What follows belongs to an exercise in optimizing a design on an open flow for small area and a short achievable clock period; a production flow would make more cautious choices. Only simulation tests tie the RTL to the original design; equivalence was not proved. No activity file was given, so power comes from the tool's default toggle rates.

Setup of run 1:
## signedMultiplier
module signedMultiplier
(
	input  logic          clk,
	input  logic          arstN,
	input  mulPkg::operandPairT   operands,
	output mulPkg::productResultT result
);
Size: roughly 100 I/O pins, roughly 0.023 mm^2 of cells after synthesis.
clock: 4.0 ns
lec_check: 0
cap_margin: 20
core_margin: 2
core_utilization: 40
setup_slack_margin: 1.75
slew_margin: 20
synth_hierarchical: 1
run.sh (not shown) runs the stock make flow with config.mk's settings and CLKGATE_MAP_FILE= SYNTH_SCRIPT=/design/flow/synth_recipe.tcl, a recipe that flattens the netlist after the stock synthesis.
The final layout from run 1, which completed every stage, passed the timing, DRC and antenna checks at the end of the flow.
### run 1 -> run 2
- a change of CORE_UTILIZATION from 40 to 60
- an added CTS_BUF_LIST of sky130_fd_sc_hd__clkbuf_4 sky130_fd_sc_hd__clkbuf_8
### Flow results
- In the tables for run 2 and run 1, met2 usage reads lower with run 1.
- Max arrival time reported for the critical path endpoint across run 2 and run 1: run 2
- Of run 2 and run 1, the run reporting the higher combinational share of power was run 2.
- Looking only at maximum fanout along the worst path, and setting everything else aside, the higher value of run 2 and run 1 goes to run 2.
- Row post-CTS setup repair buffer count: run 2 higher / run 1 lower
- Re synthesized cell count: no difference whatsoever between run 1 and run 2.
- The part of the cycle the worst path needs in run 2 sits 1.7 points above the value recorded for run 1.
[inputs] run 3 vs run 2
- putting CTS_CLUSTER_SIZE at 30 where nothing was set
- swapping 1.75 for 1.8 in SETUP_SLACK_MARGIN
- putting CTS_CLUSTER_DIAMETER at 100 where nothing was set
- swapping 60 for 40 in CORE_UTILIZATION
- clearing CTS_BUF_LIST, which used to be sky130_fd_sc_hd__clkbuf_4 sky130_fd_sc_hd__clkbuf_8
- putting PLACE_DENSITY at 0.75 where nothing was set
As far as depth of the worst hold-timing path goes, run 2 and run 3 are indistinguishable; the numbers are identical.
Delta(clock network fraction of design power, run 3 - run 2) < 0
Taking run 3 as 1.0, run 2 lands at 5.3 on number of clock-tree buffers in the layout.
Looking at routed wire length on met2, run 3 sits above run 2.
Design area (run 3 over run 2): decrease, 2.5%
[diff] total chip power, run 3 relative to run 2: improvement
Compared with run 2, run 3 shows cell leakage power lower by about 5.4%.
After synthesis and placement, the instance count of run 3 is above that of run 2.
Portion of the clock cycle consumed by the worst path in the final layout in run 3 is 2.7 points lower than in run 2
The inputs of run 4 differ from those of run 3 as listed below.
- a deleted CTS_CLUSTER_DIAMETER that had been 100
- a deleted CTS_CLUSTER_SIZE that had been 30
- a deleted PLACE_DENSITY that had been 0.75
Notes after the runs:
Period utilization was lower in run 4 than in run 3. Looking at via count, run 4 sits about 2% lower than run 3 does. | portion of total power attributed to sequential cells | run 4 vs run 3 | 3.9 points lower |.
Modified inputs, run 5 compared to run 4
- SETUP_SLACK_MARGIN changed from 1.8 to 2.0
Findings:
From run 5 to run 4, number of distinct library cells after synthesis did not move at all. When the final numbers for run 5 and run 4 were put side by side, the delay contributed by the slowest stage of the critical path turned out to be smaller in run 5. Against run 4, run 5 comes in 21% higher on length of routed wiring on met1.


signedMultiplier, a different RTL version from the one above (not shown whole).
Size in the first run: roughly 1,900 cells after synthesis, ~100 I/O pins, roughly 23,000 µm² of cells after synthesis.
make LEC_CHECK=0 CAP_MARGIN=20 CORE_MARGIN=2 CORE_UTILIZATION=55 CTS_CLUSTER_DIAMETER=100 CTS_CLUSTER_SIZE=30 SETUP_SLACK_MARGIN=1.8 SLEW_MARGIN=20 SYNTH_HIERARCHICAL=1 finish   # period 4.0 ns
The baseline finished clean.
Rerun with:
--- a/flow/config.mk
+++ b/flow/config.mk
@@ -10 +10 @@
-export CORE_UTILIZATION = 55
+export CORE_UTILIZATION = 40
@@ -13 +13 @@
-export SETUP_SLACK_MARGIN = 1.8
+export SETUP_SLACK_MARGIN = 1.85
=>
- The changed run completed with no timing, DRC or antenna violations
- area after synthesis stays the same
- wire length goes up by 8.0%
- global-route usage falls by 5.9 points
- register-to-register slack hardly moves
- core utilization came out lower by 15 points
- setup slack gets worse by 0.010 ns
Rerun with:
--- a/flow/config.mk
+++ b/flow/config.mk
@@ -13 +13,2 @@
-export SETUP_SLACK_MARGIN = 1.85
+export PLACE_DENSITY = 0.65
+export SETUP_SLACK_MARGIN = 1.8
After rerunning: Total power decreases by 0.72%; clock-buffer cell count decreases by 1; cell area decreases by 2.1%; wire length decreases by 5.0%; clock skew increases by 0.011 ns; combinational power decreases by 2.3%; final cell count decreases by 1.7%; worst hold slack gets worse by 0.0036 ns.
Rerun with:
==> flow/flow/run.sh (new file) <==
#!/bin/bash
set -e
export BUFFER_PORTS_ARGS="-buffer_cell sky130_fd_sc_hd__buf_2"
bash standard.sh > standard_flow.log 2>&1
==> flow/standard.sh (new file) <==
#!/bin/bash
# synth_recipe.tcl (not shown) runs the flow's synth.tcl, then flattens the netlist and writes it again
# the make line also repeats each setting of config.mk as NAME=value (left out here)
make -C /OpenROAD-flow-scripts/flow DESIGN_CONFIG=/design/flow/config.mk WORK_HOME=/design/flow/orfs CLKGATE_MAP_FILE= SYNTH_SCRIPT=/design/flow/synth_recipe.tcl "${@:-finish}"
--- a/flow/config.mk
+++ b/flow/config.mk
@@ -13 +12,0 @@
-export PLACE_DENSITY = 0.65
removed: flow/run.sh
Outcome:
- global-route usage is higher by 0.29 points
- non-clock buffer count rises by 14
- worst setup slack gets worse by 0.017 ns
- register-to-register slack gets worse by 0.02 ns
- final area fell by 1.9%
- synthesized area is unchanged
- wire length grows by 4.0%
- power drops by 2.7%
- maximum frequency drops by 0.76%
Rerun with:
==> flow/run.sh (new file) <==
#!/bin/bash
# synth_recipe.tcl (not shown) runs the flow's synth.tcl, then flattens the netlist and writes it again
# the make line also repeats each setting of config.mk as NAME=value (left out here)
make -C /OpenROAD-flow-scripts/flow DESIGN_CONFIG=/design/flow/config.mk WORK_HOME=/design/flow/orfs CLKGATE_MAP_FILE= SYNTH_SCRIPT=/design/flow/synth_recipe.tcl finish
--- a/flow/config.mk
+++ b/flow/config.mk
@@ -10 +10 @@
-export CORE_UTILIZATION = 40
+export CORE_UTILIZATION = 65
removed: flow/flow/run.sh
removed: flow/standard.sh
What happened: Non-clock buffer count drops by 10. Worst setup slack loses 0.0087 ns. Sequential share of layout area rises by 0.35 points. Cell count fell by 12%. Synthesized cell count is unchanged. Sequential cell count is unchanged. Total power goes down by 0.42%.
Rerun with:
--- a/flow/config.mk
+++ b/flow/config.mk
@@ -10 +10 @@
-export CORE_UTILIZATION = 65
+export CORE_UTILIZATION = 40
The new run produced a clean layout.
Die area is higher by 61%.
Routed wire length came out higher by 7.0%.
Sequential power barely changes.
Design area grows by 2.3%.
Non-clock buffer count rose by 2.
Utilization fell by 28 points.
Cell count grows by 13%.
Setup slack gets better by 0.037 ns.

## afterwards: timing with drivers on the ports
The results above use ideal ports. As a check the final layouts listed here were re-extracted and re-timed, cells and wires unchanged. Step 1, drivers: a clkbuf_16 drives clk and a buf_2 each remaining input, both assumed. Step 2 moves the port delays by t, midway between the first and last clock arrival at a register: inputs arrive t later, outputs are due t later. That takes back most of the time a late clock gives input paths. a / b / c = ideal ports / drivers / drivers and shift; a / b = the first two.
run	t (ns)	slack for setup (ns)	hold slack, ns	worst slew at a driven data input, ns	pins driven straight from the clock port
run 1	0.637	1.791 / 1.732 / 1.797	0.319 / 0.319 / 0.319	0.06	1
run 2	0.682	1.725 / 1.725 / 1.725	0.320 / 0.320 / 0.320	0.06	1
run 3	0.617	1.832 / 1.832 / 1.832	0.311 / 0.311 / 0.311	0.08	1
run 4	0.637	1.841 / 1.841 / 1.841	0.319 / 0.319 / 0.319	0.06	1
run 5	0.657	1.777 / 1.777 / 1.777	0.320 / 0.320 / 0.320	0.07	1
the first run of note 2	0.603	1.849 / 1.849 / 1.849	0.330 / 0.330 / 0.330	0.06	1
the second run of note 2	0.629	1.839 / 1.839 / 1.839	0.324 / 0.324 / 0.324	0.08	1
the third run of note 2	0.634	1.834 / 1.834 / 1.834	0.320 / 0.320 / 0.320	0.05	1
the fourth run of note 2	0.617	1.817 / 1.817 / 1.817	0.034 / -0.001 / 0.329	0.10	1
the fifth run of note 2	0.603	1.808 / 1.808 / 1.808	0.335 / 0.335 / 0.335	0.06	1
the sixth run of note 2	0.628	1.845 / 1.845 / 1.845	0.333 / 0.333 / 0.333	0.09	1
After both steps setup and hold are still met in every run listed.
